Context: an optimization exercise on an open-source flow, tuned for small area and a short achievable clock period. The choices shown serve that exercise and are no tape-out recipe. In this exercise RTL edits were held to simulation tests only and were not proved equivalent to the original. Power figures rest on the tool's default switching activity, not on a simulated workload.

== before ==
==> flow/design.v (excerpt) <==
module frame_processor (
    input  wire logic                   clk,
    input  wire logic                   rst_n,
    input  wire logic                   i_valid_1,
    output logic                        o_ready_1,
    input  wire logic [281:0]           i_frame_1,
    output logic                        o_valid_2,
    input  wire logic                   i_ready_2,
    output logic      [281:0]           o_frame_2,
    output logic                        o_valid_3,
    input  wire logic                   i_ready_3,
    output logic      [281:0]           o_frame_3,
    output logic                        o_valid_4,
    input  wire logic                   i_ready_4,
    output logic      [25:0]            o_meta_4
);
For scale: ~2400 flip-flops, roughly 880 I/O pins.
export LEC_CHECK = 0
export CAP_MARGIN = 20
export CORE_MARGIN = 2
export CORE_UTILIZATION = 65
export SETUP_SLACK_MARGIN = 2.6
export SLEW_MARGIN = 20
create_clock -name core_clock -period 5.0 [get_ports {clk}]
standard.sh (not shown) runs the stock make flow with config.mk's settings and CLKGATE_MAP_FILE= SYNTH_SCRIPT=/design/flow/synth_recipe.tcl, a recipe that flattens the netlist after the stock synthesis.
==> flow/flow/run.sh <==
#!/bin/bash
# Layout flow: the standard flow (standard.sh, unchanged synthesis) with
# three settings changed:
#  - ports are buffered with buf_1 instead of the default delay-buffer cell
#  - the resizer may change a cell's footprint (MATCH_CELL_FOOTPRINT=0)
#  - clock tree: sink clusters of up to 25 sinks within 60 um, no dummy loads
# Each tool's full output stays in orfs/logs/; make's own output goes to
# standard_flow.log in this folder.
set -euo pipefail
bash standard.sh \
  "BUFFER_PORTS_ARGS=-buffer_cell sky130_fd_sc_hd__buf_1" \
  MATCH_CELL_FOOTPRINT=0 \
  "CTS_ARGS=-sink_clustering_enable -repair_clock_nets -dont_use_dummy_load -sink_clustering_size 25 -sink_clustering_max_diameter 60" \
  finish > standard_flow.log 2>&1
The flow did not stop early for before: all stages ran, and the layout cleared the timing, design-rule and antenna checks.
--- input diff before..after ---
-- flow/flow/run.sh --
<<< before, line 3
# three settings changed:
#  - ports are buffered with buf_1 instead of the default delay-buffer cell
#  - the resizer may change a cell's footprint (MATCH_CELL_FOOTPRINT=0)
>>> after, line 3
# three settings changed:
#  - ports are buffered with buf_2 instead of the default delay-buffer cell
#  - the resizer may change a cell's footprint (MATCH_CELL_FOOTPRINT=0)
<<< before, line 10
bash standard.sh \
  "BUFFER_PORTS_ARGS=-buffer_cell sky130_fd_sc_hd__buf_1" \
  MATCH_CELL_FOOTPRINT=0 \
>>> after, line 10
bash standard.sh \
  "BUFFER_PORTS_ARGS=-buffer_cell sky130_fd_sc_hd__buf_2" \
  MATCH_CELL_FOOTPRINT=0 \
Notes after the runs:
Between after and before, it is after whose flip-flop and latch share of the layout cell area is lower, by 0.54 points. Non-clock buffer count down 3 in after wrt before. The lower number of gates given a new drive strength after cts came out of after. after against before: ratio of final minimum period to clock period about even; register cell area after layout about even; met2 capacity usage during global routing about even; number of placed instances with taps included about even. Cell area, after and before: smaller value in before. Between after and before, the difference in fraction of power consumed by the clock network is negligible. There was hardly any difference in wire length of the first global-routing pass between after and before. Between after and before, the data arrival at the endpoint of the critical path does not differ in any meaningful way.

========
frame_processor, a different RTL version from the one above (not shown whole).
Size in the first run: about 5500 cells after synthesis, ~2300 flip-flops, about 880 I/O pins, roughly 0.088 mm² of cells after synthesis.
Design frame_processor, start of the top module:
module frame_processor (
    input  wire logic                   clk,
    input  wire logic                   rst_n,
    input  wire logic                   i_valid_1,
    output logic                        o_ready_1,
    input  wire logic [281:0]           i_frame_1,
    output logic                        o_valid_2,
    input  wire logic                   i_ready_2,
    output logic      [281:0]           o_frame_2,
    output logic                        o_valid_3,
    input  wire logic                   i_ready_3,
    output logic      [281:0]           o_frame_3,
    output logic                        o_valid_4,
    input  wire logic                   i_ready_4,
    output logic      [25:0]            o_meta_4
);
Settings: LEC_CHECK=0, CAP_MARGIN=20, CORE_MARGIN=2, CORE_UTILIZATION=65, SETUP_SLACK_MARGIN=2.7, SLEW_MARGIN=20; clock period 5.0 ns.
==> flow/flow/run.sh <==
#!/bin/bash
# Layout flow: the standard flow (standard.sh, unchanged synthesis) with
# three settings changed:
#  - ports are buffered with buf_1 instead of the default delay-buffer cell
#  - the resizer may change a cell's footprint (MATCH_CELL_FOOTPRINT=0)
#  - clock tree: sink clusters of up to 25 sinks within 60 um, no dummy loads
# Each tool's full output stays in orfs/logs/; make's own output goes to
# standard_flow.log in this folder.
set -euo pipefail
bash standard.sh \
  "BUFFER_PORTS_ARGS=-buffer_cell sky130_fd_sc_hd__buf_1" \
  MATCH_CELL_FOOTPRINT=0 \
  "CTS_ARGS=-sink_clustering_enable -repair_clock_nets -dont_use_dummy_load -sink_clustering_size 25 -sink_clustering_max_diameter 60" \
  finish > standard_flow.log 2>&1
Rerun with:
==> flow/flow/run.sh (replaced) <==
#!/bin/bash
# Layout flow: the standard flow (standard.sh, unchanged synthesis) with
# three settings changed:
#  - ports are buffered with buf_2 instead of the default delay-buffer cell
#  - the resizer may change a cell's footprint (MATCH_CELL_FOOTPRINT=0)
#  - clock tree: sink clusters of up to 25 sinks within 60 um, no dummy loads
# Each tool's full output stays in orfs/logs/; make's own output goes to
# standard_flow.log in this folder.
set -euo pipefail
bash standard.sh \
  "BUFFER_PORTS_ARGS=-buffer_cell sky130_fd_sc_hd__buf_2" \
  MATCH_CELL_FOOTPRINT=0 \
  "CTS_ARGS=-sink_clustering_enable -repair_clock_nets -dont_use_dummy_load -sink_clustering_size 25 -sink_clustering_max_diameter 60" \
  finish > standard_flow.log 2>&1
SETUP_SLACK_MARGIN = 2.8   (was 2.7)
Result:
- via count barely changes
- worst setup slack is about the same
- synthesized cell count is unchanged
Rerun with:
SETUP_SLACK_MARGIN = 2.6   (was 2.8)
Fmax falls by 2.7%.
Critical path depth does not change.
Die area stays the same.
Utilization came out lower by 3.7 points.
Power drops by 6.9%.
Via count goes down by 2.2%.
Wire length fell by 1.9%.
Cell area goes down by 4.8%.
Global-route usage drops by 0.50 points.
Area after synthesis does not change.
Setup slack gets worse by 0.065 ns.

## port drivers added, routing unchanged
Ports are ideal in the flow. The routed layouts listed here were re-timed in OpenROAD. Step 1 assumes that a clkbuf_16 drives the clock port and a buf_2 every other input. Step 2, shift: input delay + t, output delay - t, t = (earliest + latest rising clock arrival at the registers) / 2. This alone moves slack from input paths to output paths. a / b / c = ideal / step 1 / step 2; a / b = the first two.
run | t (ns) | setup WS [ns] | hold slack, ns | worst setup path after step 2
before | 0.840 | 2.628 / 2.549 / 1.881 | 0.333 / 0.333 / 0.333 | input to register
after | 0.865 | 2.621 / 2.539 / 1.866 | 0.340 / 0.340 / 0.340 | input to register
the first run of note 2 | 0.846 | 2.645 / 2.570 / 1.927 | 0.314 / 0.314 / 0.314 | input to register
the second run of note 2 | 0.859 | 2.644 / 2.562 / 2.025 | 0.343 / 0.343 / 0.343 | input to register
the third run of note 2 | 0.855 | 2.580 / 2.500 / 1.844 | 0.330 / 0.330 / 0.330 | input to register
After both steps setup and hold are still met in every run listed. The setup slack of after, which loses most, moves by -0.082 ns with the drivers and by -0.755 ns with both steps.
